Background: an optimization exercise with open tools, aiming at small area. Do not read the settings as production practice. Function was checked by simulation only, so behaviour that the tests miss may differ from the original. No activity file was given, so power comes from the tool's default toggle rates.

[flow/config.mk]
export PLATFORM = sky130hd
export DESIGN_NAME = mul_div_unit
export DESIGN_NICKNAME = mul_div_unit
export VERILOG_FILES = /design/flow/design.v
export SDC_FILE = /design/flow/constraint.sdc
export NUM_CORES = 4
export LEC_CHECK = 0
export CAP_MARGIN = 20
export CORE_MARGIN = 2
export CORE_UTILIZATION = 40
export CTS_BUF_LIST = sky130_fd_sc_hd__clkbuf_8
export CTS_CLUSTER_DIAMETER = 100
export CTS_CLUSTER_SIZE = 40
export SLEW_MARGIN = 20
[flow/constraint.sdc]
create_clock -name core_clock -period 10.0 [get_ports {clk}]
set_input_delay 2.0000 -clock core_clock [delete_from_list [all_inputs] [get_ports {clk}]]
set_output_delay 2.0000 -clock core_clock [all_outputs]
set_load 0.01 [all_outputs]
[flow/design.v]
package mdu_pkg;
  typedef enum logic [2:0] {
    OP_MUL    = 3'b000,
    OP_MULH   = 3'b001,
    OP_MULHSU = 3'b010,
    OP_MULHU  = 3'b011,
    OP_DIV    = 3'b100,
    OP_DIVU   = 3'b101,
    OP_REM    = 3'b110,
    OP_REMU   = 3'b111
  } funct3_e;
  typedef enum logic [3:0] {
    IDLE = 4'd0,
    CLR  = 4'd1,
    HA   = 4'd2,
    MST  = 4'd3,
    D0   = 4'd4,
    DST  = 4'd5,
    F    = 4'd6,
    G    = 4'd7,
    HZ   = 4'd8
  } state_e;
endpackage
module mul_div_unit (
  input  logic        clk,
  input  logic        rst,
  input  logic        start,
  input  logic [2:0]  funct3,
  input  logic [31:0] operand_a,
  input  logic [31:0] operand_b,
  input  logic [4:0]  rd_in,
  input  logic        flush,
  output logic        busy,
  output logic        done,
  output logic [31:0] result,
  output logic [4:0]  rd_out
);
  mdu_pkg::state_e st, st_n;
  logic [65:0] w_q;
  logic [32:0] b_q;
  logic [2:0]  op_q;
  logic [4:0]  rd_q;
  logic [2:0]  c_q;       
  logic [4:0]  k_q;       
  logic        dly_q;     
  logic        cy_q;      
  logic        g_q;       
  logic        sgn_q;     
  logic        negf_q;    
  logic        bneg_q;    
  logic s_idle, s_clr, s_ha, s_mst, s_d0, s_dst, s_f, s_g, s_hz;
  assign s_idle = (st == mdu_pkg::IDLE);
  assign s_clr  = (st == mdu_pkg::CLR);
  assign s_ha   = (st == mdu_pkg::HA);
  assign s_mst  = (st == mdu_pkg::MST);
  assign s_d0   = (st == mdu_pkg::D0);
  assign s_dst  = (st == mdu_pkg::DST);
  assign s_f    = (st == mdu_pkg::F);
  assign s_g    = (st == mdu_pkg::G);
  assign s_hz   = (st == mdu_pkg::HZ);
  logic c0, c3, c5, lo, half, last_c, last_k;
  assign c0     = (c_q == 3'd0);
  assign c3     = (c_q == 3'd3);
  assign c5     = (c_q == 3'd5);
  assign lo     = ~c_q[2] & ~(c_q[1] & c_q[0]);    
  assign half   = s_ha | s_hz;
  assign last_c = half ? (c_q == 3'd2) : c5;
  assign last_k = (k_q == 5'd31);
  logic is_div, is_rem, is_mul, mul_hi;
  assign is_mul = ~op_q[2];
  assign is_div = op_q[2] & ~op_q[1];
  assign is_rem = op_q[2] &  op_q[1];
  assign mul_hi = (op_q[1:0] != 2'b00);
  logic accept;
  assign accept = start & ~flush & s_idle;
  logic        neg_comb, neg_g, g_eff;
  logic        xz, xinv, yen, ysub, cin, prop3, cin0, cin3;
  logic [10:0] xd, yd, sd;
  logic        cout;
  assign neg_comb = is_div ? ((negf_q ^ bneg_q) & ~w_q[31])
                  : is_rem ? negf_q : (negf_q ^ bneg_q);
  assign neg_g    = c0 ? neg_comb : negf_q;
  assign g_eff    = c0 ? w_q[65] : g_q;
  always_comb begin
    xz   = 1'b0;
    xinv = 1'b0;
    yen  = 1'b0;
    ysub = 1'b0;
    cin0 = 1'b0;
    cin3 = 1'b0;
    if (s_clr | s_d0) begin
      xz   = ~lo;
      xinv = lo & negf_q;
      cin0 = negf_q;
    end else if (s_mst) begin
      yen  = lo & g_eff;
      ysub = bneg_q;
      cin0 = g_eff & bneg_q;
    end else if (s_dst) begin
      yen  = ~lo;
      ysub = ~(sgn_q ^ bneg_q);
      cin3 = ~(sgn_q ^ bneg_q);
    end else if (s_f) begin
      yen  = ~lo & sgn_q;
      ysub = bneg_q;
      cin3 = sgn_q & bneg_q;
    end else if (s_g) begin
      xinv = neg_g & (is_div ? lo : (is_rem ? ~lo : 1'b1));
      cin0 = neg_g & ~is_rem;
      cin3 = neg_g & is_rem;
    end
  end
  assign prop3 = s_mst | (s_g & is_mul);
  assign cin   = c0 ? cin0 : ((c3 & ~prop3) ? cin3 : cy_q);
  assign xd    = xz ? 11'd0 : (w_q[10:0] ^ {11{xinv}});
  assign yd    = yen ? (b_q[10:0] ^ {11{ysub}}) : 11'd0;
  logic [11:0] cc;
  assign cc[0] = cin;
  for (genvar i = 0; i < 11; i++) begin : g_fa
    assign sd[i]   = xd[i] ^ yd[i] ^ cc[i];
    assign cc[i+1] = (xd[i] & yd[i]) | (xd[i] & cc[i]) | (yd[i] & cc[i]);
  end
  assign cout = cc[11];
  logic        lmode, bot;
  logic [10:0] wd;
  assign lmode = s_mst | s_d0 | s_g | (s_dst & ~(last_k & ~lo)) | (s_f & lo);
  assign bot   = c0 ? (s_mst ? 1'b0 : ((s_dst | s_f) ? ~dly_q : dly_q)) : dly_q;
  assign wd    = lmode ? {sd[9:0], bot} : sd;
  always_comb begin
    st_n = st;
    case (st)
      mdu_pkg::IDLE: if (accept) st_n = funct3[2] ? mdu_pkg::D0 : mdu_pkg::CLR;
      mdu_pkg::CLR:  if (last_c) st_n = mdu_pkg::HA;
      mdu_pkg::HA:   if (last_c) st_n = mdu_pkg::MST;
      mdu_pkg::MST:  if (last_c & last_k) st_n = mul_hi ? mdu_pkg::G : mdu_pkg::IDLE;
      mdu_pkg::D0:   if (last_c) st_n = mdu_pkg::DST;
      mdu_pkg::DST:  if (last_c & last_k) st_n = mdu_pkg::F;
      mdu_pkg::F:    if (last_c) st_n = mdu_pkg::G;
      mdu_pkg::G:    if (last_c) st_n = is_div ? mdu_pkg::IDLE : mdu_pkg::HZ;
      mdu_pkg::HZ:   if (last_c) st_n = mdu_pkg::IDLE;
      default:       st_n = mdu_pkg::IDLE;
    endcase
  end
  logic finish;
  assign finish = last_c & ((s_mst & last_k & ~mul_hi) | (s_g & is_div) | s_hz);
  always_ff @(posedge clk or posedge rst) begin
    if (rst) begin
      st   <= mdu_pkg::IDLE;
      done <= 1'b0;
    end else if (flush) begin
      st   <= mdu_pkg::IDLE;
      done <= 1'b0;
    end else begin
      st   <= st_n;
      done <= finish;
    end
  end
  assign busy = ~s_idle;
  logic bext_in, aneg_in;
  assign bext_in = operand_b[31] & (funct3[2] ? ~funct3[0] : (funct3[1:0] == 2'b01));
  assign aneg_in = operand_a[31] & (funct3[2] ? ~funct3[0] : (funct3[1] ^ funct3[0]));
  always_ff @(posedge clk) begin
    cy_q  <= cout;
    dly_q <= sd[10];
    if (s_idle) begin
      w_q[32:0] <= {operand_a, 1'b0};
      b_q       <= {bext_in, operand_b};
      op_q      <= funct3;
      rd_q      <= rd_in;
      negf_q    <= aneg_in;
      bneg_q    <= bext_in;
      c_q       <= 3'd0;
      k_q       <= 5'd0;
    end else begin
      w_q[32:0] <= w_q[43:11];
      b_q       <= {b_q[10:0], b_q[32:11]};
      c_q       <= last_c ? 3'd0 : c_q + 3'd1;
      if ((s_mst | s_dst) & c5) k_q <= k_q + 5'd1;
      if (s_g & c0) negf_q <= neg_comb;
    end
    w_q[65:33] <= {wd, w_q[65:44]};
    if (c0) g_q <= w_q[65];
    if ((s_d0 | s_dst) & c5) sgn_q <= sd[10];
  end
  assign result = w_q[32:1];
  assign rd_out = rd_q;
endmodule
[flow/run.sh]
#!/bin/bash
# synth_recipe.tcl (not shown) runs the flow's synth.tcl, then flattens the netlist and writes it again
# the make line also repeats each setting of config.mk as NAME=value (left out here)
make -C /OpenROAD-flow-scripts/flow DESIGN_CONFIG=/design/flow/config.mk WORK_HOME=/design/flow/orfs CLKGATE_MAP_FILE= SYNTH_SCRIPT=/design/flow/synth_recipe.tcl finish
==> results of run 1 <==
## sequential cells by signal, indices dropped and copies added, names as in the netlist
signal and cells:
st 4, bneg_q 1, g_q 1, sgn_q 1, done 1, rd_q 5, b_q 33, dly_q 1
w_q 66, cy_q 1, k_q 5, op_q 3, negf_q 1, c_q 3
## synthesized netlist by cell type (2+ instances only)
library cell  count  area share
nand2_1         207        0.14
dfxtp_1         110        0.39
buf_4            37       0.050
nor2_1           29       0.019
a21oi_1          19       0.017
inv_1            19       0.013
buf_2            14       0.013
nand3_1          12       0.011
edfxtp_1         11       0.059
fa_1             11       0.039
mux2_2           11       0.022
xnor2_1          11       0.017
ha_1             10       0.022
a21o_1            7      0.0094
buf_6             6       0.012
nand2b_1          6      0.0067
nor3_1            6      0.0054
o21ai_0           6      0.0054
xor2_1            6      0.0094
dfrtp_1           5       0.022
and3_1            4      0.0045
clkbuf_1          4      0.0027
mux2i_1           4      0.0072
o22ai_1           4      0.0045
a2111oi_0         3      0.0047
o31ai_1           3      0.0040
a22oi_1           2      0.0027
a31oi_1           2      0.0022
and2_1            2      0.0022
nor2b_1           2      0.0022
o21ai_1           2      0.0018
or2_2             2      0.0022
## cells in the final DEF, fill, tap and decap left out, drive strengths merged, types with 11 or more instances in the layout
master,Yosys,layout
a21oi,20,20
clkbuf,4,19
clkdlybuf4s50,0,114
dfxtp,110,110
edfxtp,11,11
fa,11,11
inv,20,23
mux2,11,11
nand2,207,207
nand3,12,12
nor2,30,30
xnor2,12,12
## critical path: cells and delay by family, from the launching register on
kind            cells  cell delay [ns]
fa+ha+maj          11             3.87
compound gates      3             1.17
flops               1             0.82
simple gates        2             0.39
buf+inv             3             0.22
mux                 1             0.14
## metrics by stage
step,power (mW),utilization,setup WS (ns),cell area [sq um],std cells
after floorplan,1.648,-,4.036,5594,619
after global placement,1.888,0.4757,3.444,6551,854
after detailed placement,1.905,0.4757,3.334,6551,854
after CTS,2.402,0.5079,3.314,6995,885
after global routing,2.566,0.5079,2.948,6995,885
final,2.369,0.5079,3.327,6995,885
## final cells by class
class,instances,area (sq um)
well taps,180,225.2
flip-flops and latches,126,2658
inverters,20,75.07
fillers,1333,6778
multi-input cells,411,2430
repair buffers,117,1164
clock inverters,12,182.7
clock buffers,19,261.5
## worst paths after layout
kind                       slack, ns  endpoint
max reg2reg                     3.33   w_q[65]
min in group asynchronous       1.77     st[0]
min                             0.33   w_q[36]
max                             3.33   w_q[65]
min reg2reg                     0.33   w_q[36]
max in group asynchronous       8.04      done
## logic make-up after synthesis
group           Yosys count  synth area share
flops                   126            0.4751
compound gates           71           0.09215
xor+xnor                 18           0.02952
fa+ha+maj                22           0.06352
mux                      15           0.02930
buf+inv                  82           0.09103
simple gates            285            0.2194
## power by group through the flow
stage	clock [mW]	combinational (mW)	sequential (mW)
2_1_floorplan	0	0.784	0.864
3_3_place_gp	0	0.958	0.930
3_5_place_dp	0	0.966	0.939
4_1_cts	0.500	0.973	0.929
5_1_grt	0.522	1.09	0.955
6_report	0.484	0.959	0.926
## metal layers
metal / GRT usage / part of all wire / vias up
met2: 0.2528 / 0.42 / 125
met4: 0.07399 / 0.015 / 0
met5: 0 / 0 / -
met3: 0.04833 / 0.060 / 19
li1: - / - / 2131
met1: 0.2379 / 0.50 / 1873
==> key figures, run 1 <==
Power and ir drop
  • Power density over the cells: 338.6 nW/um^2
  • Power Internal: ~1.5 mW
  • Clock group share of total power: 0.204
  • Worst vdd ir: between 0.0001 and 0.00015 V
  • Sw Share: 0.3686
  • Comb pwr share: 0.405
  • Reg power frac: 0.391
  • NetSw: 0.8730 mW
  • LEAKAGE: just over 3 nW

STA
  • Period utilization: 0.6673
  • Slew @ Worst Pin: roughly 0.97 ns
  • Max Fclk: roughly 150 MHz
  • Clk_skew: about 0.013 ns
  • Hold WS: 0.3251 ns
  • Final setup TNS: 0 ns
  • Max Slew Vio Count: 0
  • Clock period minus worst slack: between 6 and 7 ns
  • Worst rel slew slack: 0.3485
  • RSZ-0062 raised after global routing: false
  • Final setup vio count: 0
  • Final Hold Fails: 0

GRT
  • First-pass GRT wire length: 19730 um
  • Vias in the first global route: between 3000 and 4000
  • Largest net degree at the start of global routing: between 60 and 70
  • Initial antenna violation count: 0
  • GRT Overall Usage: 0.1724
  • Total gr overflow: 0

Floorplanning
  • # rows: 43
  • Ports: around 120
  • Die Y: around 120 um
  • Initial Util: 0.4062
  • Die X: 122.3 um
  • CORE AREA: 13770 sq um
  • DIE AREA: between 10000 and 15000 sq um

Worst hold path
  • Hold path depth: 0
  • Worst Hold Launch: w_q[47]
  • HP Class: flip-flop to flip-flop

Clock tree
  • Clock root cell: clkbuf_8
  • Hold bufs inserted after CTS: 0
  • CTS clk-pin slew, worst paths: around 0.07 ns
  • Clk buf depth: 2
  • Setup bufs post-CTS: 0
  • H-tree lvl count: 4
  • CTS Sinks: between 100 and 150
  • CTS buffer count: 17
  • Cts repair resizes: 0
  • Clock Latency Late Sink: 0.44 ns
  • TritonCTS clock tree: yes

Yosys
  • Netlist Area Pre-Place: about 5600 sq um
  • Synthesized area per cell: about 9.0 sq um
  • Post-synthesis sequential area ratio: 0.4751
  • Post-synth top flop: dfxtp_1
  • Synthesized flop and latch total: ~130
  • Post-synthesis cell count: 619
  • Async set-reset flop share out of synthesis: 0.03968
  • Yosys warning count: 1
  • Syn nets: between 700 and 800
  • EDFF count, synth: 11
  • Synth cell types: 74

Status
  • Outcome: finished clean

Routing
  • Drt initial violations: roughly 210
  • Drc violations: 0
  • Routed vias: 4148
  • DR vias/cell: roughly 4.7
  • Routed WL: 12090 um
  • WL/cell: around 14 um
  • Pre-Repair DR Iteration Count: 4
  • ANT nets after route: 0

Critical path
  • Critical Path Slowest Stage Cell: dfrtp_1
  • Critical path's most frequent cell: fa_1
  • R2r worst-path depth: 20
  • Type of the worst setup path: flip-flop to flip-flop
  • Critical-path cell list: and4b_4 -> o2111a_1 -> o31ai_4 -> nor2_1 -> o31ai_1 -> fa_1 -> fa_1 -> inv_1 -> fa_1 -> fa_1 -> fa_1 -> fa_1 -> fa_1 -> fa_1 -> fa_1 -> fa_1 -> inv_1 -> fa_1 -> inv_1 -> mux2_2
  • Worst-path fanout max: 22
  • Nature of the critical path endpoint: flip-flop
  • Reg-to-Reg Start: st[3]
  • CP max stage delay: approximately 0.8 ns
  • Critical path required time: around 10 ns
  • Crit path DAT: between 7 and 8 ns
  • Critical Path Source: st[3]
  • CP Launch Type: flip-flop

Final layout
  • Area Overhead vs Synth: 25.05%
  • Nets: just under 800
  • # diodes: 0
  • Share of post-route cells with drive strength above 1: 0.08936

Place
  • RD Place Congestion: 0.8119
  • Buffers on Ports: 114
  • HPWL reported at the end of detailed placement: slightly below 9000 um

Job
  • Max_cap viols: 0
==> inputs of run 2 (changes only) <==
--- a/flow/config.mk
+++ b/flow/config.mk
@@ -8,7 +8,4 @@
 export CAP_MARGIN = 20
 export CORE_MARGIN = 2
 export CORE_UTILIZATION = 40
-export CTS_BUF_LIST = sky130_fd_sc_hd__clkbuf_8
-export CTS_CLUSTER_DIAMETER = 100
-export CTS_CLUSTER_SIZE = 40
 export SLEW_MARGIN = 20
==> run 2 against run 1 <==
  * First-iteration DRC count increased by 19%
  * Critical path depth is the same
  * Sequential power barely moved
  * Sequential cell count stayed put
  * Clock skew is 0.0026 ns lower
  * Via count grew 0.31%
  * Still clean
  * Clock-buffer cell count unchanged
  * Core utilization is 1.4 points higher
  * Combinational power hardly changed
  * Power increased by 7.2%
  * Largest power group unchanged
  * Non-clock buffer count stayed put
==> key figures, run 2 <==
Status
  • Outcome: finished clean

Critical path
  • Crit path DAT: 7.06 ns (about the same)
  • Critical Path Slowest Stage Cell: dfrtp_1
  • Type of the worst setup path: flip-flop to flip-flop
  • Critical path's most frequent cell: fa_1
  • CP Launch Type: flip-flop
  • Nature of the critical path endpoint: flip-flop
  • Critical path required time: 10.36 ns (-0.02 ns)
  • Critical-path cell list: and4b_4 -> o2111a_1 -> o31ai_4 -> nor2_1 -> o31ai_1 -> fa_1 -> fa_1 -> inv_1 -> fa_1 -> fa_1 -> fa_1 -> fa_1 -> fa_1 -> fa_1 -> fa_1 -> fa_1 -> inv_1 -> fa_1 -> inv_1 -> mux2_2
  • CP max stage delay: 0.83 ns (about the same)
  • Worst-path fanout max: 22 (unchanged)

Yosys
  • Main area contributors after synthesis: dfxtp_1 (39%), nand2_1 (14%), edfxtp_1 (5.9%), buf_4 (5.0%), fa_1 (3.9%)
  • Synthesized flop and latch total: 126 (unchanged)
  • Most frequent cell after synthesis: nand2_1
  • Dominant cell type by area after synthesis: dfxtp_1
  • Synth cell types: 74 (unchanged)
  • Synthesized area per cell: 9.037 sq um (unchanged)
  • Netlist Area Pre-Place: 5594 sq um (unchanged)
  • Post-synth top flop: dfxtp_1
  • Post-synthesis cell count: 619 (unchanged)
  • Post-synth top area share: 0.3936 (unchanged)
  • Yosys warning count: 1 (unchanged)
  • Async set-reset flop share out of synthesis: 0.03968 (unchanged)
  • EDFF count, synth: 11 (unchanged)
  • Syn nets: 716 (unchanged)
  • Post-synthesis sequential area ratio: 0.4751 (unchanged)
  • Post-synth top cells: nand2_1 (207), dfxtp_1 (110), buf_4 (37)

STA
  • Slew @ Worst Pin: 0.9889 ns (+0.01906 ns)
  • Period utilization: 0.6702 (+0.002950)
  • Final setup TNS: 0 ns (unchanged)
  • Clock period minus worst slack: 6.702 ns (+0.02950 ns)
  • Worst rel slew slack: 0.3357 (-0.01280)
  • Max Slew Vio Count: 0 (unchanged)
  • RSZ-0062 raised after global routing: false
  • Clk_skew: 0.01089 ns (-0.002553 ns)
  • Setup WS post-layout: 3.298 ns (-0.02950 ns)
  • Final Hold Fails: 0 (unchanged)
  • Final setup vio count: 0 (unchanged)
  • Max Fclk: 149.2 MHz (-0.44%)

Place
  • RD Place Congestion: 0.8119 (unchanged)
  • Post-Place Cell Area: 6551 sq um (unchanged)
  • HPWL reported at the end of detailed placement: 8675 um (unchanged)
  • Dpl ws: 3.334 ns (unchanged)
  • Buffers on Ports: 114 (unchanged)

Floorplanning
  • Initial Util: 0.4062 (unchanged)
  • Die X: 122.3 um (unchanged)
  • Ports: 115 (unchanged)
  • CORE AREA: 13770 sq um (unchanged)
  • Die Y: 122.3 um (unchanged)
  • # rows: 43 (unchanged)
  • DIE AREA: 14950 sq um (unchanged)

GRT
  • Initial antenna violation count: 0 (unchanged)
  • Vias in the first global route: 4009 (+0.78%)
  • First-pass GRT wire length: 19950 um (+1.1%)
  • Largest net degree at the start of global routing: 69 (unchanged)
  • Total gr overflow: 0 (unchanged)
  • GRT Overall Usage: 0.1741 (+0.001664)

Power and ir drop
  • Reg power frac: 0.366 (-0.025)
  • LEAKAGE: 3.138 nW (+2.9%)
  • Comb pwr share: 0.377 (-0.028)
  • Power Internal: 1.642 mW (+9.8%)
  • Worst vdd ir: 0.0001367 V (+13%)
  • Sw Share: 0.3536 (-0.01500)
  • NetSw: 0.8979 mW (+2.9%)
  • Power density over the cells: 353.4 nW/um^2 (+4.4%)
  • Clock group share of total power: 0.257 (+0.053)

Final layout
  • Largest regs: w_q: 66 flops, b_q: 33 flops
  • Most frequent cells in the layout: nand2_1 (206), clkdlybuf4s50_1 (114), dfxtp_1 (110)
  • Top reg by flops: w_q
  • Area Overhead vs Synth: 28.47%
  • Design area: 7187 sq um (+2.7%)
  • Most common cell after layout, fill and taps aside: nand2_1
  • Max FFs per register: 66 (unchanged)
  • Nets: 790 (unchanged)
  • Share of post-route cells with drive strength above 1: 0.08936 (unchanged)
  • # diodes: 0 (unchanged)

Clock tree
  • CTS Sinks: 126 (unchanged)
  • CTS clk-pin slew, worst paths: 0.06 ns (about the same)
  • Clk buf depth: 2 (unchanged)
  • Setup bufs post-CTS: 0 (unchanged)
  • Hold bufs inserted after CTS: 0 (unchanged)
  • H-tree lvl count: 4 (unchanged)
  • Clock root cell: clkbuf_16
  • CTS buffer count: 17 (unchanged)
  • Cts repair resizes: 0 (unchanged)
  • TritonCTS clock tree: yes
  • Clock Latency Late Sink: 0.41 ns (-0.03 ns)

Routing
  • Drt initial violations: 253 (+19%)
  • Drc violations: 0 (unchanged)
  • ANT nets after route: 0 (unchanged)
  • DR vias/cell: 4.702 (+0.31%)
  • Pre-Repair DR Iteration Count: 4 (unchanged)
  • WL/cell: 13.85 um (+1.4%)
  • Routed WL: 12260 um (+1.4%)
  • Routed vias: 4161 (+0.31%)

Job
  • Max_cap viols: 0 (unchanged)

Worst hold path
  • HP Class: flip-flop to flip-flop
-- run 2: final cells by class --
cell class | instances | area (sq um)
Clock buffer | 19 | 452.9
Clock inverter | 12 | 182.7
Fill cell | 1313 | 6586
Inverter | 20 | 75.07
Multi-Input combinational cell | 411 | 2430
Sequential cell | 126 | 2658
Tap cell | 180 | 225.2
Timing Repair Buffer | 117 | 1164
-- run 2: per-layer routing --
metal  track usage  vias up  routed length, um
met5             0        -                  0
met4       0.05747        0                141
met3       0.05530       13                735
met2        0.2587      128               5236
met1        0.2401     1881               6144
li1              -     2139                  -
-- run 2: worst paths after layout --
check                              from  endpoint  slack (ns)  depth (start not counted)
worst min-delay path            w_q[46]   w_q[35]        0.32                          0
worst max register to register    st[3]   w_q[65]        3.30                         20
worst max-delay path              st[3]   w_q[65]        3.30                         20
worst min register to register  w_q[46]   w_q[35]        0.32                          0
min in group asynchronous           rst     st[0]        1.80                          2
max in group asynchronous           rst      done        8.01                          2
-- run 2: metrics by stage --
stage                       util  hold WS, ns  instances  total power, mW
after floorplan                -       0.3096        619            1.648
after global placement    0.4757       0.3105        854            1.888
after detailed placement  0.4757       0.3121        854            1.905
after CTS                 0.5218       0.3230        885            2.570
after global routing      0.5218       0.3281        885            2.739
final                     0.5218       0.3211        885            2.540
-- run 2: cell families after synthesis --
logic type,synth area share
simple gates,0.2194
flops,0.4751
buf+inv,0.09103
compound gates,0.09215
fa+ha+maj,0.06352
xor+xnor,0.02952
mux,0.02930
-- run 2: power groups by stage --
stage | logic, mW | registers (mW) | clock network [mW]
after floorplan | 0.784 | 0.864 | 0
after global placement | 0.958 | 0.930 | 0
after detailed placement | 0.966 | 0.939 | 0
after CTS | 0.974 | 0.931 | 0.666
after global routing | 1.09 | 0.957 | 0.692
final | 0.959 | 0.929 | 0.652
-- run 2: worst max-delay path, delay by kind of cell (launching register included) --
kind,cells,cell delay (ns)
buf+inv,3,0.22
mux,1,0.14
flops,1,0.83
simple gates,2,0.39
fa+ha+maj,11,3.87
compound gates,3,1.18
==> inputs of run 3 (changes only) <==
--- a/flow/config.mk
+++ b/flow/config.mk
@@ -5,7 +5,8 @@
 export SDC_FILE = /design/flow/constraint.sdc
 export NUM_CORES = 4
 export LEC_CHECK = 0
-export CAP_MARGIN = 20
+export CAP_MARGIN = 0
 export CORE_MARGIN = 2
 export CORE_UTILIZATION = 40
-export SLEW_MARGIN = 20
+export CTS_BUF_LIST = sky130_fd_sc_hd__clkbuf_4
+export SLEW_MARGIN = 0
==> run 3 against run 2 <==
  * Highest routed layer unchanged
  * Register-to-register slack better by 0.03 ns
  * Largest power group unchanged
  * Sequential cell count is the same
  * Core utilization shrank 2.3 points
==> key figures, run 3 <==
Status
  • Outcome: finished clean

Yosys
  • Dominant cell type by area after synthesis: dfxtp_1
  • Async set-reset flop share out of synthesis: 0.03968 (unchanged)
  • Synthesized area per cell: 9.037 sq um (unchanged)
  • Synth cell types: 74 (unchanged)
  • Yosys warning count: 1 (unchanged)
  • Most frequent cell after synthesis: nand2_1
  • Post-synthesis cell count: 619 (unchanged)
  • Post-synthesis sequential area ratio: 0.4751 (unchanged)
  • Post-synth top area share: 0.3936 (unchanged)
  • Main area contributors after synthesis: dfxtp_1 (39%), nand2_1 (14%), edfxtp_1 (5.9%), buf_4 (5.0%), fa_1 (3.9%)
  • Post-synth top flop: dfxtp_1
  • Syn nets: 716 (unchanged)
  • Netlist Area Pre-Place: 5594 sq um (unchanged)
  • Synthesized flop and latch total: 126 (unchanged)
  • EDFF count, synth: 11 (unchanged)
  • Post-synth top cells: nand2_1 (207), dfxtp_1 (110), buf_4 (37)

Critical path
  • Worst path bufs/invs: 3 (unchanged)
  • CP delay by family, top: adder cells
  • Crit path DAT: 7.15 ns (+0.09 ns)
  • CP max stage delay: 0.83 ns (about the same)
  • Worst-path fanout max: 22 (unchanged)
  • Critical path's most frequent cell: fa_1
  • CP Launch Type: flip-flop
  • Type of the worst setup path: flip-flop to flip-flop
  • Critical Path Source: st[3]
  • Critical path required time: 10.48 ns (+0.12 ns)
  • Critical Path Slowest Stage Cell: dfrtp_1
  • Reg-to-Reg Start: st[3]
  • Register-to-register setup slack: 3.33 ns (+0.03 ns)
  • Nature of the critical path endpoint: flip-flop
  • Critical-path cell list: and4b_4 -> o2111a_1 -> o31ai_4 -> nor2_1 -> o31ai_1 -> fa_1 -> fa_1 -> inv_1 -> fa_1 -> fa_1 -> fa_1 -> fa_1 -> fa_1 -> fa_1 -> fa_1 -> fa_1 -> inv_1 -> fa_1 -> inv_1 -> mux2_2

Job
  • Max_cap viols: 0 (unchanged)

GRT
  • Total gr overflow: 0 (unchanged)
  • First-pass GRT wire length: 19650 um (-1.5%)
  • Largest net degree at the start of global routing: 69 (unchanged)
  • Initial antenna violation count: 0 (unchanged)
  • GRT Overall Usage: 0.1712 (-0.002852)
  • Vias in the first global route: 3958 (-1.3%)

STA
  • Final Hold Fails: 0 (unchanged)
  • Slew @ Worst Pin: 0.9587 ns (-0.03019 ns)
  • RSZ-0062 raised after global routing: false
  • Max Fclk: 149.8 MHz (+0.41%)
  • Final setup vio count: 0 (unchanged)
  • Hold WS: 0.3268 ns (+0.005756 ns)
  • Worst rel slew slack: 0.3560 (+0.02028)
  • Period utilization: 0.6675 (-0.002714)
  • Clock period minus worst slack: 6.675 ns (-0.02714 ns)
  • Clk_skew: 0.02310 ns (+0.01221 ns)
  • Final setup TNS: 0 ns (unchanged)
  • Max Slew Vio Count: 0 (unchanged)
  • Setup WS post-layout: 3.325 ns (+0.02714 ns)

Routing
  • Drt initial violations: 248 (-2.0%)
  • WL/cell: 13.65 um (-1.5%)
  • Routed WL: 12080 um (-1.5%)
  • Routed vias: 4163 (+0.048%)
  • Drc violations: 0 (unchanged)
  • Pre-Repair DR Iteration Count: 4 (unchanged)
  • ANT nets after route: 0 (unchanged)
  • DR vias/cell: 4.704 (about the same)

Clock tree
  • Hold bufs inserted after CTS: 0 (unchanged)
  • Clock Latency Late Sink: 0.54 ns (+0.13 ns)
  • CTS Sinks: 126 (unchanged)
  • Setup bufs post-CTS: 0 (unchanged)
  • TritonCTS clock tree: yes
  • Clock root cell: clkbuf_4
  • Clk buf depth: 2 (unchanged)
  • H-tree lvl count: 4 (unchanged)
  • CTS buffer count: 17 (unchanged)
  • CTS clk-pin slew, worst paths: 0.11 ns (+0.05 ns)
  • Cts repair resizes: 0 (unchanged)

Power and ir drop
  • Comb pwr share: 0.422 (+0.045)
  • Power density over the cells: 330.1 nW/um^2 (-6.6%)
  • NetSw: 0.8616 mW (-4.0%)
  • Sw Share: 0.3800 (+0.02647)
  • LEAKAGE: 2.996 nW (-4.5%)
  • Power Internal: 1.406 mW (-14%)
  • Worst vdd ir: 0.0001122 V (-18%)
  • Clock group share of total power: 0.170 (-0.087)
  • Total Power: 2.267 mW (-11%)
  • Reg power frac: 0.408 (+0.042)

Place
  • Dpl ws: 3.334 ns (unchanged)
  • Post-Place Cell Area: 6551 sq um (unchanged)
  • RD Place Congestion: 0.8119 (unchanged)
  • Buffers on Ports: 114 (unchanged)
  • HPWL reported at the end of detailed placement: 8675 um (unchanged)

Final layout
  • Most common cell after layout, fill and taps aside: nand2_1
  • Max FFs per register: 66 (unchanged)
  • Design area: 6869 sq um (-4.4%)
  • Nets: 790 (unchanged)
  • Area Overhead vs Synth: 22.79%
  • Top reg by flops: w_q
  • Largest regs: w_q: 66 flops, b_q: 33 flops
  • Share of post-route cells with drive strength above 1: 0.08652 (-0.002837)
  • # diodes: 0 (unchanged)
  • Most frequent cells in the layout: nand2_1 (206), clkdlybuf4s50_1 (114), dfxtp_1 (110)

Floorplanning
  • Die X: 122.3 um (unchanged)
  • Ports: 115 (unchanged)
  • Die Y: 122.3 um (unchanged)
  • CORE AREA: 13770 sq um (unchanged)
  • Initial Util: 0.4062 (unchanged)
  • DIE AREA: 14950 sq um (unchanged)
  • # rows: 43 (unchanged)

Worst hold path
  • HP Class: flip-flop to flip-flop
  • Worst Hold Launch: w_q[47]
## run 3: cell count changes in the layout (fill, tap and decap cells not counted), sizes merged
| cell | before | now |
|---|---|---|
| clkbuf | 19 | 17 |
| clkinv | 4 | 6 |
## run 3: cells by family after synthesis
group | count (synthesis) | share of synthesized area
xor gates and xnor gates | 18 | 0.02952
buffers and inverters | 82 | 0.09103
AOI/OAI and AO/OA | 71 | 0.09215
DFF | 126 | 0.4751
and+or+nand+nor | 285 | 0.2194
adders and majority gates | 22 | 0.06352
muxes | 15 | 0.02930
## run 3: power groups by stage
stage	sequential (mW)	combinational (mW)	clock, mW
after floorplan	0.864	0.784	0
after global placement	0.930	0.958	0
after detailed placement	0.939	0.966	0
after CTS	0.927	0.973	0.399
after global routing	0.954	1.09	0.422
final	0.926	0.957	0.385
## run 3: layout make-up
cell class / count / area, sq um
flip-flops and latches: 126 / 2658
inverters: 20 / 75.07
fillers: 1353 / 6904
repair buffers: 117 / 1164
clock inverters: 14 / 190.2
well taps: 180 / 225.2
clock buffers: 17 / 127.6
multi-input cells: 411 / 2430
## run 3: path summary, 6_finish.rpt
path / end / cells past startpoint
min reg2reg: w_q[36] / 0
min in group asynchronous: st[0] / 2
max in group asynchronous: done / 2
min: w_q[36] / 0
max reg2reg: w_q[65] / 20
max: w_q[65] / 20
## run 3: metrics by stage
step                instances    util
finish                    885  0.4987
global route              885  0.4987
CTS                       885  0.4987
detailed placement        854  0.4757
global placement          854  0.4757
floorplan                 619       -
## run 3: worst register-to-register path, stage by stage (launching register included)
cell and delay [ns]:
dfrtp_1 0.83, and4b_4 0.32, o2111a_1 0.14, o31ai_4 0.67, nor2_1 0.08, o31ai_1 0.35, fa_1 0.25, fa_1 0.16
inv_1 0.05, fa_1 0.37, fa_1 0.39, fa_1 0.39, fa_1 0.38, fa_1 0.39, fa_1 0.39, fa_1 0.39
fa_1 0.37, inv_1 0.08, fa_1 0.40, inv_1 0.10, mux2_2 0.14
## run 3: layer usage
layer	part of all wire	up-vias	GRT usage	wire length [um]
met3	0.063	18	0.04833	761
met4	0.018	0	0.06753	216
met5	0	-	0	0
met2	0.42	128	0.2521	5100
li1	-	2143	-	-
met1	0.50	1874	0.2376	6002
==> inputs of run 4 (changes only) <==
--- a/flow/design.v
+++ b/flow/design.v
@@ -44,12 +44,12 @@
   logic [4:0]  k_q;       
   logic        dly_q;     
   logic        cy_q;      
-  logic        g_q;       
   logic        sgn_q;     
   logic        negf_q;    
   logic        bneg_q;    
   logic s_idle, s_clr, s_ha, s_mst, s_d0, s_dst, s_f, s_g, s_hz;
-  assign s_idle = (st == mdu_pkg::IDLE);
+  logic idl_q, act_q;
+  assign s_idle = idl_q;
   assign s_clr  = (st == mdu_pkg::CLR);
   assign s_ha   = (st == mdu_pkg::HA);
   assign s_mst  = (st == mdu_pkg::MST);
@@ -59,12 +59,14 @@
   assign s_g    = (st == mdu_pkg::G);
   assign s_hz   = (st == mdu_pkg::HZ);
   logic c0, c3, c5, lo, half, last_c, last_k;
-  assign c0     = (c_q == 3'd0);
-  assign c3     = (c_q == 3'd3);
-  assign c5     = (c_q == 3'd5);
-  assign lo     = ~c_q[2] & ~(c_q[1] & c_q[0]);    
+  logic c2;
+  assign c0     = ~c_q[2] & ~c_q[0];
+  assign c2     =  c_q[1] & ~c_q[0];
+  assign c3     =  c_q[2] &  c_q[0];
+  assign c5     = ~c_q[1] &  c_q[0];
+  assign lo     = ~c_q[0];                         
   assign half   = s_ha | s_hz;
-  assign last_c = half ? (c_q == 3'd2) : c5;
+  assign last_c = half ? c2 : c5;
   assign last_k = (k_q == 5'd31);
   logic is_div, is_rem, is_mul, mul_hi;
   assign is_mul = ~op_q[2];
@@ -80,7 +82,7 @@
   assign neg_comb = is_div ? ((negf_q ^ bneg_q) & ~w_q[31])
                   : is_rem ? negf_q : (negf_q ^ bneg_q);
   assign neg_g    = c0 ? neg_comb : negf_q;
-  assign g_eff    = c0 ? w_q[65] : g_q;
+  assign g_eff    = c0 ? w_q[65] : (c_q[1] ? w_q[43] : w_q[54]);
   always_comb begin
     xz   = 1'b0;
     xinv = 1'b0;
@@ -145,14 +147,20 @@
   assign finish = last_c & ((s_mst & last_k & ~mul_hi) | (s_g & is_div) | s_hz);
   always_ff @(posedge clk or posedge rst) begin
     if (rst) begin
-      st   <= mdu_pkg::IDLE;
-      done <= 1'b0;
+      st    <= mdu_pkg::IDLE;
+      idl_q <= 1'b1;
+      act_q <= 1'b0;
+      done  <= 1'b0;
     end else if (flush) begin
-      st   <= mdu_pkg::IDLE;
-      done <= 1'b0;
+      st    <= mdu_pkg::IDLE;
+      idl_q <= 1'b1;
+      act_q <= 1'b0;
+      done  <= 1'b0;
     end else begin
-      st   <= st_n;
-      done <= finish;
+      st    <= st_n;
+      idl_q <= (st_n == mdu_pkg::IDLE);
+      act_q <= (st_n != mdu_pkg::IDLE);
+      done  <= finish;
     end
   end
   assign busy = ~s_idle;
@@ -162,9 +170,9 @@
   always_ff @(posedge clk) begin
     cy_q  <= cout;
     dly_q <= sd[10];
+    w_q[32:0] <= ({33{idl_q}} & {operand_a, 1'b0}) | ({33{act_q}} & w_q[43:11]);
+    b_q       <= ({33{idl_q}} & {bext_in, operand_b}) | ({33{act_q}} & {b_q[10:0], b_q[32:11]});
     if (s_idle) begin
-      w_q[32:0] <= {operand_a, 1'b0};
-      b_q       <= {bext_in, operand_b};
       op_q      <= funct3;
       rd_q      <= rd_in;
       negf_q    <= aneg_in;
@@ -172,14 +180,11 @@
       c_q       <= 3'd0;
       k_q       <= 5'd0;
     end else begin
-      w_q[32:0] <= w_q[43:11];
-      b_q       <= {b_q[10:0], b_q[32:11]};
-      c_q       <= last_c ? 3'd0 : c_q + 3'd1;
+      c_q       <= (half & c2) ? 3'd0 : {~c_q[0], c_q[2], c_q[1]};
       if ((s_mst | s_dst) & c5) k_q <= k_q + 5'd1;
       if (s_g & c0) negf_q <= neg_comb;
     end
     w_q[65:33] <= {wd, w_q[65:44]};
-    if (c0) g_q <= w_q[65];
     if ((s_d0 | s_dst) & c5) sgn_q <= sd[10];
   end
   assign result = w_q[32:1];
==> flow/config.mk (replaced) <==
export PLATFORM = sky130hd
export DESIGN_NAME = mul_div_unit
export DESIGN_NICKNAME = mul_div_unit
export VERILOG_FILES = /design/flow/design.v
export SDC_FILE = /design/flow/constraint.sdc
export NUM_CORES = 4
export LEC_CHECK = 0
export CAP_MARGIN = 20
export CORE_MARGIN = 2
export CORE_UTILIZATION = 40
export CTS_BUF_LIST = sky130_fd_sc_hd__clkbuf_4 sky130_fd_sc_hd__clkbuf_8
export SLEW_MARGIN = 20
==> run 4 against run 3 <==
  * Still clean on timing, DRC and antenna
  * Via count shrank 9.5%
  * Worst hold slack gained 0.00058 ns
  * Global-route usage is 0.22 points lower
  * Cell count shrank 16%
  * Die area down 3.4%
  * Fmax is 7.9% lower
  * Synthesized cell count down 23%
  * Non-clock buffer count is 1 higher
  * First-iteration DRC count shrank 4.4%
  * Clock power grew 24%
  * Clock skew fell by 0.016 ns
  * Critical path depth unchanged
  * Critical endpoint unchanged
  * Largest cell class unchanged
  * Largest power group is now registers
==> key figures, run 4 <==
Critical path
  • Nature of the critical path endpoint: flip-flop
  • Crit. path cell count: 20 (unchanged)
  • CP max stage delay: 0.78 ns (-0.05 ns)
  • Critical Path Source: st[0]
  • Critical path required time: 10.38 ns (-0.10 ns)
  • Worst-path fanout max: 20 (-9.1%)
  • Type of the worst setup path: flip-flop to flip-flop
  • Crit path DAT: 7.63 ns (+0.48 ns)
  • Worst path bufs/invs: 3 (unchanged)
  • Register-to-register setup slack: 2.75 ns (-0.57 ns)
  • Crit path to: w_q[65]
  • CP delay by family, top: adder cells
  • Critical Path Slowest Stage Cell: dfrtp_1
  • Critical path's most frequent cell: fa_1
  • Reg2reg end: w_q[65]
  • CP Launch Type: flip-flop
  • Reg-to-Reg Start: st[0]
  • R2r worst-path depth: 20 (unchanged)
  • Critical-path cell list: xnor2_1 -> nor3_2 -> o2bb2ai_1 -> a22oi_2 -> mux2i_1 -> fa_1 -> fa_1 -> inv_1 -> fa_1 -> fa_1 -> fa_1 -> fa_1 -> fa_1 -> fa_1 -> fa_1 -> fa_1 -> inv_1 -> fa_1 -> inv_1 -> mux2_2

Final layout
  • Nets: 642 (-19%)
  • Area Overhead vs Synth: 26.45%
  • Share of post-route cells with drive strength above 1: 0.1259 (+0.03936)
  • Non-Filler Instances: 740 (-16%)
  • # diodes: 0 (unchanged)
  • Most common cell after layout, fill and taps aside: clkdlybuf4s50_1
  • Design area: 6824 sq um (-0.66%)
  • Most frequent cells in the layout: clkdlybuf4s50_1 (114), dfxtp_1 (109), a22o_1 (65)
  • Top reg by flops: w_q
  • Largest regs: w_q: 66 flops, b_q: 33 flops
  • Max FFs per register: 66 (unchanged)
  • Fin util: 0.5174 (+0.01863)

Yosys
  • Synth cell types: 75 (+1.4%)
  • Synthesized area per cell: 11.31 sq um (+25%)
  • Xor/xnor share of the synthesized area: 0.03431 (+0.004791)
  • EDFF count, synth: 11 (unchanged)
  • Post-synth top cells: dfxtp_1 (109), a22o_1 (65), buf_4 (39)
  • Dominant cell type by area after synthesis: dfxtp_1
  • Synthesized flop and latch total: 127 (+0.79%)
  • Compound-Gate Fraction of Synth Area: 0.1762 (+0.08406)
  • Post-synthesis sequential area ratio: 0.4983 (+0.02320)
  • Post-synthesis cell count: 477 (-23%)
  • Post-synth top flop: dfxtp_1
  • Yosys warning count: 1 (unchanged)
  • Post-Synth Simple-Gate Area: 0.1104 (-0.1090)
  • Multiplexer area fraction after synthesis: 0.04637 (+0.01707)
  • Most frequent cell after synthesis: dfxtp_1
  • Async set-reset flop share out of synthesis: 0.05512 (+0.01544)
  • Main area contributors after synthesis: dfxtp_1 (40%), a22o_1 (11%), edfxtp_1 (6.1%), buf_4 (5.4%), fa_1 (4.1%)
  • Netlist Area Pre-Place: 5396 sq um (-3.5%)
  • Largest family of logic cells by synthesized area: compound AO/OA/AOI/OAI gates
  • Post-synth top area share: 0.4044 (+0.01071)
  • Adder-Cell Fraction of Synth Area: 0.05008 (-0.01344)
  • Syn nets: 568 (-21%)

STA
  • Max Fclk: 138.0 MHz (-7.9%)
  • Period utilization: 0.7248 (+0.05734)
  • Final setup TNS: 0 ns (unchanged)
  • Clk_skew: 0.007562 ns (-0.01554 ns)
  • Hold WS: 0.3274 ns (+0.0005790 ns)
  • RSZ-0062 raised after global routing: false
  • Worst rel slew slack: 0.4067 (+0.05074)
  • Slew @ Worst Pin: 0.8899 ns (-0.06874 ns)
  • Final setup vio count: 0 (unchanged)
  • Max Slew Vio Count: 0 (unchanged)
  • Clock period minus worst slack: 7.248 ns (+0.5734 ns)
  • Final Hold Fails: 0 (unchanged)

Floorplanning
  • Initial Util: 0.4091 (+0.002966)
  • Die Y: 120.2 um (-1.7%)
  • Die X: 120.2 um (-1.7%)
  • # rows: 42 (-2.3%)
  • CORE AREA: 13190 sq um (-4.2%)
  • DIE AREA: 14440 sq um (-3.4%)
  • Ports: 115 (unchanged)

GRT
  • Initial antenna violation count: 0 (unchanged)
  • First-pass GRT wire length: 18650 um (-5.1%)
  • GRT Overall Usage: 0.1691 (-0.002170)
  • Total gr overflow: 0 (unchanged)
  • Largest net degree at the start of global routing: 86 (+25%)
  • Vias in the first global route: 3678 (-7.1%)

Routing
  • WL/cell: 15.82 um (+16%)
  • Pre-Repair DR Iteration Count: 5 (+1)
  • DR vias/cell: 5.093 (+8.3%)
  • ANT nets after route: 0 (unchanged)
  • Routed WL: 11710 um (-3.1%)
  • Routed vias: 3769 (-9.5%)
  • Drt initial violations: 237 (-4.4%)
  • Drc violations: 0 (unchanged)

Clock tree
  • Hold bufs inserted after CTS: 0 (unchanged)
  • H-tree lvl count: 4 (unchanged)
  • CTS buffer count: 17 (unchanged)
  • TritonCTS clock tree: yes
  • Cts repair resizes: 0 (unchanged)
  • CTS Sinks: 127 (+0.79%)
  • Clock root cell: clkbuf_8
  • CTS clk-pin slew, worst paths: 0.07 ns (-0.04 ns)
  • Setup bufs post-CTS: 0 (unchanged)
  • Clk buf depth: 2 (unchanged)
  • Clock Latency Late Sink: 0.43 ns (-0.11 ns)

Place
  • HPWL reported at the end of detailed placement: 8428 um (-2.8%)
  • DP Cell Count: 708 (-17%)
  • RD Place Congestion: 0.8668 (+6.8%)
  • Post-Place Cell Area: 6389 sq um (-2.5%)
  • Buffers on Ports: 114 (unchanged)

Worst hold path
  • HP Class: flip-flop to flip-flop

Power and ir drop
  • Power density over the cells: 225.3 nW/um^2 (-32%)
  • Worst vdd ir: 0.0001043 V (-7.0%)
  • LEAKAGE: 2.731 nW (-8.8%)

Status
  • Outcome: finished clean

Job
  • Max_cap viols: 0 (unchanged)
[run 4: routing by layer]
metal	vias up	routed length (um)	global-route usage
met5	-	0	0
met4	0	187	0.07132
met3	16	770	0.05228
met2	134	4907	0.2308
met1	1785	5840	0.2446
li1	1834	-	-
[run 4: layout make-up]
type,count,area (sq um)
repair buffers,118,1171
clock buffers,18,247.7
flip-flops and latches,127,2693
well taps,176,220.2
fillers,1186,6366
clock inverters,14,187.7
inverters,14,52.55
multi-input cells,273,2252
[run 4: worst min-delay path by stage]
stage                     startpoint      end  slack [ns]  depth (start not counted)
final                        w_q[59]  w_q[48]        0.33                          0
after global routing         w_q[52]  w_q[41]        0.34                          0
after CTS                    w_q[50]  w_q[39]        0.33                          0
after detailed placement     w_q[50]  w_q[39]        0.31                          0
after global placement       w_q[56]  w_q[45]        0.31                          0
after floorplan              w_q[44]  w_q[33]        0.31                          0
[run 4: power breakdown]
part | leakage (nW) | internal [mW] | switching [mW]
logic | 1.40 | 0.192 | 0.134
clock network | 0.220 | 0.278 | 0.200
registers | 1.12 | 0.647 | 0.0853
total | 2.73 | 1.12 | 0.419
[run 4: logic make-up (layout without fill, tap and decap cells)]
group / Yosys count / count (layout)
buffers and inverters: 77 / 164
muxes: 24 / 24
and+or+nand+nor: 100 / 100
xor gates and xnor gates: 19 / 19
AOI/OAI and AO/OA: 115 / 115
DFF: 127 / 127
adders and majority gates: 15 / 15
[run 4: per-stage QoR]
step,setup WS [ns],total power [mW]
after detailed placement,2.720,1.075
after floorplan,3.585,0.9567
after CTS,2.696,1.558
after global placement,2.945,1.067
final,2.752,1.537
after global routing,2.350,1.626
==> inputs of run 5 (changes only) <==
--- a/flow/config.mk
+++ b/flow/config.mk
@@ -8,5 +8,4 @@
 export CAP_MARGIN = 20
 export CORE_MARGIN = 2
 export CORE_UTILIZATION = 40
-export CTS_BUF_LIST = sky130_fd_sc_hd__clkbuf_4 sky130_fd_sc_hd__clkbuf_8
 export SLEW_MARGIN = 20
==> run 5 against run 4 <==
  * Cell count stayed put
  * Highest routed layer unchanged
  * Setup slack lost 0.0063 ns
  * Synthesized cell count stayed put
  * Via count is 0.66% lower
  * Clock-buffer cell count is 2 higher
  * Still clean on timing, DRC and antenna
  * Die area did not move
  * Critical path depth did not move
  * Sequential power barely moved
  * First-iteration DRC count is 1.7% higher
  * Clock skew about the same
  * Wire length is 0.19% higher
==> key figures, run 5 <==
Status
  • Outcome: finished clean

Floorplanning
  • Ports: 115 (unchanged)
  • # rows: 42 (unchanged)
  • Die Y: 120.2 um (unchanged)
  • CORE AREA: 13190 sq um (unchanged)
  • DIE AREA: 14440 sq um (unchanged)
  • Die X: 120.2 um (unchanged)
  • Initial Util: 0.4091 (unchanged)

STA
  • Final setup TNS: 0 ns (unchanged)
  • Max Fclk: 137.8 MHz (about the same)
  • Clk_skew: 0.008035 ns (+0.0004730 ns)
  • Slew @ Worst Pin: 0.8972 ns (+0.007263 ns)
  • RSZ-0062 raised after global routing: false
  • Clock period minus worst slack: 7.255 ns (+0.006350 ns)
  • Hold WS: 0.3230 ns (-0.004372 ns)
  • Period utilization: 0.7255 (about the same)
  • Max Slew Vio Count: 0 (unchanged)
  • Final setup vio count: 0 (unchanged)
  • Final Hold Fails: 0 (unchanged)
  • Worst rel slew slack: 0.4019 (-0.004843)

Final layout
  • Nets: 642 (unchanged)
  • Area Overhead vs Synth: 29.82%
  • Share of post-route cells with drive strength above 1: 0.1259 (unchanged)
  • Register area: 2693 sq um (unchanged)
  • Fillers: 1157 (-2.4%)
  • Most common cell after layout, fill and taps aside: clkdlybuf4s50_1
  • # diodes: 0 (unchanged)
  • Top reg by flops: w_q
  • Largest regs: w_q: 66 flops, b_q: 33 flops
  • Max FFs per register: 66 (unchanged)
  • Most frequent cells in the layout: clkdlybuf4s50_1 (114), dfxtp_1 (109), a22o_1 (65)
  • Multi-input gate area: 2252 sq um (unchanged)

Yosys
  • Synthesized flop and latch total: 127 (unchanged)
  • Post-synthesis cell count: 477 (unchanged)
  • Synthesized area per cell: 11.31 sq um (unchanged)
  • Netlist Area Pre-Place: 5396 sq um (unchanged)
  • Yosys warning count: 1 (unchanged)
  • Dominant cell type by area after synthesis: dfxtp_1
  • Xor/xnor share of the synthesized area: 0.03431 (unchanged)
  • Post-synthesis sequential area ratio: 0.4983 (unchanged)
  • Adder-Cell Fraction of Synth Area: 0.05008 (unchanged)
  • Main area contributors after synthesis: dfxtp_1 (40%), a22o_1 (11%), edfxtp_1 (6.1%), buf_4 (5.4%), fa_1 (4.1%)
  • Synth cell types: 75 (unchanged)
  • Post-synth top area share: 0.4044 (unchanged)
  • Syn nets: 568 (unchanged)
  • Largest family of logic cells by synthesized area: compound AO/OA/AOI/OAI gates
  • Most frequent cell after synthesis: dfxtp_1
  • Compound-Gate Fraction of Synth Area: 0.1762 (unchanged)
  • Multiplexer area fraction after synthesis: 0.04637 (unchanged)
  • Post-synth top flop: dfxtp_1
  • Async set-reset flop share out of synthesis: 0.05512 (unchanged)
  • Post-synth top cells: dfxtp_1 (109), a22o_1 (65), buf_4 (39)
  • Post-Synth Simple-Gate Area: 0.1104 (unchanged)
  • EDFF count, synth: 11 (unchanged)

GRT
  • Largest net degree at the start of global routing: 86 (unchanged)
  • GRT Overall Usage: 0.1690 (about the same)
  • Initial antenna violation count: 0 (unchanged)
  • First-pass GRT wire length: 18660 um (about the same)
  • Total gr overflow: 0 (unchanged)
  • Vias in the first global route: 3663 (-0.41%)

Clock tree
  • TritonCTS clock tree: yes
  • CTS buffer count: 17 (unchanged)
  • Clock Latency Late Sink: 0.41 ns (-0.02 ns)
  • Setup bufs post-CTS: 0 (unchanged)
  • Cts repair resizes: 0 (unchanged)
  • H-tree lvl count: 4 (unchanged)
  • Clk buf depth: 2 (unchanged)
  • Clock root cell: clkbuf_16
  • CTS Sinks: 127 (unchanged)
  • CTS clk-pin slew, worst paths: 0.05 ns (-0.02 ns)
  • Hold bufs inserted after CTS: 0 (unchanged)

Worst hold path
  • Worst Hold Launch: w_q[59]
  • HP Class: flip-flop to flip-flop

Critical path
  • Critical path required time: 10.35 ns (-0.03 ns)
  • CP Launch Type: flip-flop
  • Worst-path fanout max: 20 (unchanged)
  • Reg-to-Reg Start: st[0]
  • Type of the worst setup path: flip-flop to flip-flop
  • Critical Path Source: st[0]
  • Nature of the critical path endpoint: flip-flop
  • Crit path DAT: 7.61 ns (-0.02 ns)

Routing
  • DR vias/cell: 5.059 (-0.66%)
  • Routed WL: 11730 um (+0.19%)
  • Routed vias: 3744 (-0.66%)
  • ANT nets after route: 0 (unchanged)
  • Drt initial violations: 241 (+1.7%)
  • Pre-Repair DR Iteration Count: 4 (-1)
  • WL/cell: 15.85 um (+0.19%)
  • Drc violations: 0 (unchanged)

Power and ir drop
  • LEAKAGE: 2.815 nW (+3.1%)
  • Power density over the cells: 240.5 nW/um^2 (+6.8%)
  • Worst vdd ir: 0.0001155 V (+11%)

Place
  • RD Place Congestion: 0.8668 (unchanged)
  • Buffers on Ports: 114 (unchanged)
  • HPWL reported at the end of detailed placement: 8428 um (unchanged)

Job
  • Max_cap viols: 0 (unchanged)
## run 5: layout make-up
type	count	area share
clock buffers	20	0.06983
clock inverters	12	0.01822
inverters	14	0.007501
multi-input cells	273	0.3215
flip-flops and latches	127	0.3844
well taps	176	0.03143
repair buffers	118	0.1672
## run 5: worst max-delay path: stages (launching register included)
cell       delay (ns)
dfrtp_1          0.77
xnor2_1          0.23
nor3_2           0.31
o2bb2ai_1        0.12
a22oi_2          0.63
mux2i_1          0.30
fa_1             0.23
fa_1             0.17
inv_1            0.05
fa_1             0.44
fa_1             0.47
fa_1             0.47
fa_1             0.46
fa_1             0.46
fa_1             0.47
fa_1             0.47
fa_1             0.43
inv_1            0.09
fa_1             0.39
inv_1            0.09
mux2_2           0.15
## run 5: routing by layer
metal | GRT usage | routed length, um
met3 | 0.05086 | 660
met4 | 0.07353 | 96
met1 | 0.2452 | 5952
met5 | 0 | 0
met2 | 0.2298 | 5018
## run 5: where the power goes
part	internal [mW]	total [mW]	switching, mW
Combinational	0.193	0.327	0.135
Sequential	0.648	0.733	0.0850
Clock	0.403	0.624	0.221
Total	1.24	1.68	0.441
## run 5: cells by family after synthesis
kind of cell,Yosys count
buffers and inverters,77
AO/OA/AOI/OAI,115
adder cells (fa/ha/maj),15
XOR/XNOR,19
flip-flops,127
multiplexers,24
AND/OR/NAND/NOR,100
## run 5: path summary, 6_finish.rpt
path / end / slack (ns) / depth (start not counted)
worst max-delay path: w_q[65] / 2.75 / 20
worst min-delay path: w_q[48] / 0.32 / 0
worst max register to register: w_q[65] / 2.75 / 20
worst min register to register: w_q[48] / 0.32 / 0
max in group asynchronous: idl_q / 7.90 / 2
min in group asynchronous: done / 1.82 / 2
## run 5: per-stage QoR
step | worst slack, ns | power (mW) | utilization | cells | area [sq um]
finish | 2.745 | 1.685 | 0.5311 | 740 | 7005
global route | 2.353 | 1.773 | 0.5311 | 740 | 7005
CTS | 2.697 | 1.707 | 0.5311 | 740 | 7005
detailed placement | 2.720 | 1.075 | 0.4843 | 708 | 6389
global placement | 2.945 | 1.067 | 0.4842 | 708 | 6386
floorplan | 3.585 | 0.9567 | - | 477 | 5396
==> inputs of run 6 (changes only) <==
==> flow/flow/run.sh (new file) <==
#!/bin/bash
# Own layout flow: the standard flow (standard.sh, unchanged synthesis and
# steps) with two placement/CTS arguments changed:
#  - port buffers use the smallest buffer cell (every port still gets one)
#  - clock tree: small clock buffers, no dummy balancing loads
# Each tool's full output is kept in the ORFS logs under orfs/logs and the
# make output in flow_make.log.
set -euo pipefail
export BUFFER_PORTS_ARGS="-buffer_cell sky130_fd_sc_hd__buf_1"
export CTS_ARGS="-sink_clustering_enable -repair_clock_nets -dont_use_dummy_load -buf_list {sky130_fd_sc_hd__clkbuf_4}"
bash standard.sh > flow_make.log 2>&1
==> flow/standard.sh (new file) <==
#!/bin/bash
# synth_recipe.tcl (not shown) runs the flow's synth.tcl, then flattens the netlist and writes it again
# the make line also repeats each setting of config.mk as NAME=value (left out here)
make -C /OpenROAD-flow-scripts/flow DESIGN_CONFIG=/design/flow/config.mk WORK_HOME=/design/flow/orfs CLKGATE_MAP_FILE= SYNTH_SCRIPT=/design/flow/synth_recipe.tcl "${@:-finish}"
removed: flow/run.sh
==> run 6 against run 5 <==
  * Still clean on timing, DRC and antenna
  * Design area down 17%
  * Setup slack better by 0.038 ns
  * Worst hold slack worse by 0.012 ns
  * First-iteration DRC count down 41%
  * Largest power group unchanged
==> key figures, run 6 <==
Clock tree
  • TritonCTS clock tree: yes
  • Clock root cell: clkbuf_4
  • CTS Sinks: 127 (unchanged)
  • Hold bufs inserted after CTS: 0 (unchanged)
  • CTS clk-pin slew, worst paths: 0.10 ns (+0.05 ns)
  • Cts repair resizes: 0 (unchanged)
  • H-tree lvl count: 4 (unchanged)
  • CTS buffer count: 17 (unchanged)
  • Clock Latency Late Sink: 0.52 ns (+0.11 ns)
  • Clk buf depth: 2 (unchanged)
  • Setup bufs post-CTS: 0 (unchanged)

Worst hold path
  • Hold path depth: 0 (unchanged)
  • HP Class: flip-flop to flip-flop
  • Hold Path End: w_q[39]
  • Worst Hold Launch: w_q[50]

Final layout
  • Max FFs per register: 66 (unchanged)
  • Top reg by flops: w_q
  • Most common cell after layout, fill and taps aside: buf_1
  • # diodes: 0 (unchanged)
  • Fillers: 1301 (+12%)
  • Area Overhead vs Synth: 7.535%
  • Nets: 642 (unchanged)
  • Share of post-route cells with drive strength above 1: 0.1020 (-0.02388)
  • Largest regs: w_q: 66 flops, b_q: 33 flops
  • Most frequent cells in the layout: buf_1 (114), dfxtp_1 (109), a22o_1 (65)

Critical path
  • Register-to-register setup slack: 2.78 ns (+0.04 ns)
  • Reg2reg end: w_q[65]
  • Critical path required time: 10.44 ns (+0.09 ns)
  • Nature of the critical path endpoint: flip-flop
  • Crit path DAT: 7.66 ns (+0.05 ns)
  • R2r worst-path depth: 20 (unchanged)
  • Reg-to-Reg Start: st[0]
  • CP Launch Type: flip-flop
  • Type of the worst setup path: flip-flop to flip-flop
  • Worst-path fanout max: 20 (unchanged)

Routing
  • DR vias/cell: 5.132 (+1.4%)
  • Drt initial violations: 143 (-41%)
  • Pre-Repair DR Iteration Count: 4 (unchanged)
  • Routed vias: 3721 (-0.61%)
  • Drc violations: 0 (unchanged)
  • Routed WL: 11220 um (-4.3%)
  • ANT nets after route: 0 (unchanged)
  • WL/cell: 15.48 um (-2.3%)

Yosys
  • Most frequent cell after synthesis: dfxtp_1
  • Netlist Area Pre-Place: 5396 sq um (unchanged)
  • Synth cell types: 75 (unchanged)
  • Post-synth top cells: dfxtp_1 (109), a22o_1 (65), buf_4 (39)
  • Yosys warning count: 1 (unchanged)
  • Synthesized flop and latch total: 127 (unchanged)
  • Post-synth top area share: 0.4044 (unchanged)
  • Main area contributors after synthesis: dfxtp_1 (40%), a22o_1 (11%), edfxtp_1 (6.1%), buf_4 (5.4%), fa_1 (4.1%)
  • EDFF count, synth: 11 (unchanged)
  • Post-synthesis cell count: 477 (unchanged)
  • Async set-reset flop share out of synthesis: 0.05512 (unchanged)
  • Synthesized area per cell: 11.31 sq um (unchanged)
  • Dominant cell type by area after synthesis: dfxtp_1
  • Syn nets: 568 (unchanged)
  • Post-synthesis sequential area ratio: 0.4983 (unchanged)
  • Post-synth top flop: dfxtp_1

Status
  • Outcome: finished clean

Place
  • HPWL reported at the end of detailed placement: 8116 um (-3.7%)
  • Buffers on Ports: 114 (unchanged)
  • RD Place Congestion: 0.8592 (-0.88%)

Floorplanning
  • DIE AREA: 14440 sq um (unchanged)
  • Initial Util: 0.4091 (unchanged)
  • # rows: 42 (unchanged)
  • Die X: 120.2 um (unchanged)
  • Die Y: 120.2 um (unchanged)
  • Ports: 115 (unchanged)
  • CORE AREA: 13190 sq um (unchanged)

Job
  • Max_cap viols: 0 (unchanged)

STA
  • Final setup TNS: 0 ns (unchanged)
  • Hold WS: 0.3107 ns (-0.01230 ns)
  • Worst rel slew slack: 0.4125 (+0.01064)
  • Clock period minus worst slack: 7.217 ns (-0.03762 ns)
  • Final Hold Fails: 0 (unchanged)
  • Clk_skew: 0.03738 ns (+0.02934 ns)
  • Max Fclk: 138.6 MHz (+0.52%)
  • Slew @ Worst Pin: 0.8812 ns (-0.01596 ns)
  • Max Slew Vio Count: 0 (unchanged)
  • RSZ-0062 raised after global routing: false
  • Period utilization: 0.7217 (-0.003762)
  • Final setup vio count: 0 (unchanged)

GRT
  • Initial antenna violation count: 0 (unchanged)
  • Largest net degree at the start of global routing: 86 (unchanged)
  • GRT Overall Usage: 0.1648 (-0.004203)
  • Vias in the first global route: 3608 (-1.5%)
  • First-pass GRT wire length: 18370 um (-1.6%)
  • Total gr overflow: 0 (unchanged)

Power and ir drop
  • Worst vdd ir: 0.00009881 V (-14%)
  • LEAKAGE: 2.282 nW (-19%)
  • Total Power: 1.223 mW (-27%)
  • Power density over the cells: 210.8 nW/um^2 (-12%)
run 6: cell count changes in the layout (fill, tap and decap cells not counted), moves of 4 or more:
| cell | before | now |
|---|---|---|
| clkbuf_16 | 19 | 0 |
| clkdlybuf4s50_1 | 114 | 0 |
| clkbuf_4 | 0 | 17 |
| buf_1 | 0 | 114 |
| clkinv_2 | 4 | 0 |
run 6: kinds of logic (layout without fill, tap and decap cells):
logic type / after synthesis / count (layout) / share of synthesized area
AO/OA/AOI/OAI: 115 / 115 / 0.1762
XOR/XNOR: 19 / 19 / 0.03432
adder cells (fa/ha/maj): 15 / 15 / 0.05008
buffers and inverters: 77 / 149 / 0.08439
flip-flops: 127 / 127 / 0.4983
multiplexers: 24 / 24 / 0.04637
AND/OR/NAND/NOR: 100 / 100 / 0.1104
run 6: metrics by stage:
stage            util  instance area (sq um)  instances  setup WS (ns)
2_1_floorplan       -                   5396        477          3.585
3_3_place_gp   0.4301                   5673        708          2.965
3_5_place_dp   0.4301                   5673        708          2.794
4_1_cts        0.4398                   5801        725          2.740
5_1_grt        0.4400                   5803        725          2.296
6_report       0.4400                   5803        725          2.783
run 6: power by group:
| group | switching, mW | internal [mW] | total [mW] |
|---|---|---|---|
| sequential | 0.0853 | 0.647 | 0.732 |
| clock | 0.150 | 0.0775 | 0.228 |
| combinational | 0.132 | 0.131 | 0.263 |
run 6: critical path, stage by stage, from the launching register on:
cell and delay, ns:
dfrtp_1 0.80, xnor2_1 0.24, nor3_2 0.31, o2bb2ai_1 0.12, a22oi_2 0.61, mux2i_1 0.30
fa_1 0.23, fa_1 0.17, inv_1 0.05, fa_1 0.44, fa_1 0.46, fa_1 0.47
fa_1 0.46, fa_1 0.46, fa_1 0.46, fa_1 0.46, fa_1 0.42, inv_1 0.08
fa_1 0.38, inv_1 0.09, mux2_2 0.14
run 6: layout make-up:
| type | count | area [sq um] | area share |
|---|---|---|---|
| Multi-Input combinational cell | 273 | 2252 | 0.3881 |
| Tap cell | 176 | 220.2 | 0.03795 |
| Clock buffer | 17 | 127.6 | 0.02199 |
| Timing Repair Buffer | 118 | 457.9 | 0.07891 |
| Sequential cell | 127 | 2693 | 0.4640 |
| Inverter | 14 | 52.55 | 0.009056 |
run 6: routing by layer:
metal	vias up	routed length (um)	track usage
met5	-	0	0
met3	14	630	0.04325
met2	124	4629	0.2280
met4	0	179	0.06618
met1	1755	5783	0.2420
li1	1828	-	-
run 6: worst max path at each step:
| stage | cells after the start | startpoint | endpoint | slack [ns] |
|---|---|---|---|---|
| after floorplan | 22 | op_q[1] | w_q[65] | 3.58 |
| after global placement | 20 | st[0] | w_q[65] | 2.96 |
| after detailed placement | 20 | st[0] | w_q[65] | 2.79 |
| after CTS | 20 | st[0] | w_q[65] | 2.74 |
| after global routing | 20 | st[0] | w_q[65] | 2.30 |
| final | 20 | st[0] | w_q[65] | 2.78 |

-- re-timing with driven ports --
The flow's constraints put no driver on any port. The routed layouts listed below were extracted and timed again, unchanged, in two steps. Step 1, drivers: a clkbuf_16 drives clk and a buf_2 each remaining input, both assumed. Step 2 also shifts input and output timing later by t, the mid clock arrival at the registers, as if the neighbouring blocks saw the same clock. Three values: ideal ports, drivers, drivers and shift; two values: the first two.
| run | shift t [ns] | slack for setup (ns) | worst setup path at the end | worst data-port slew with drivers (ns) | cell pins on the clock port's net |
|---|---|---|---|---|---|
| run 1 | 0.468 | 3.327 / 3.327 / 3.327 | register to register | 0.05 | 1 |
| run 2 | 0.448 | 3.298 / 3.298 / 3.298 | register to register | 0.05 | 1 |
| run 3 | 0.558 | 3.325 / 3.325 / 3.325 | register to register | 0.05 | 1 |
| run 4 | 0.467 | 2.752 / 2.752 / 2.752 | register to register | 0.05 | 1 |
| run 5 | 0.447 | 2.745 / 2.745 / 2.745 | register to register | 0.05 | 1 |
| run 6 | 0.534 | 2.783 / 2.783 / 2.783 | register to register | 0.04 | 1 |
After both steps every run listed still meets setup and hold.
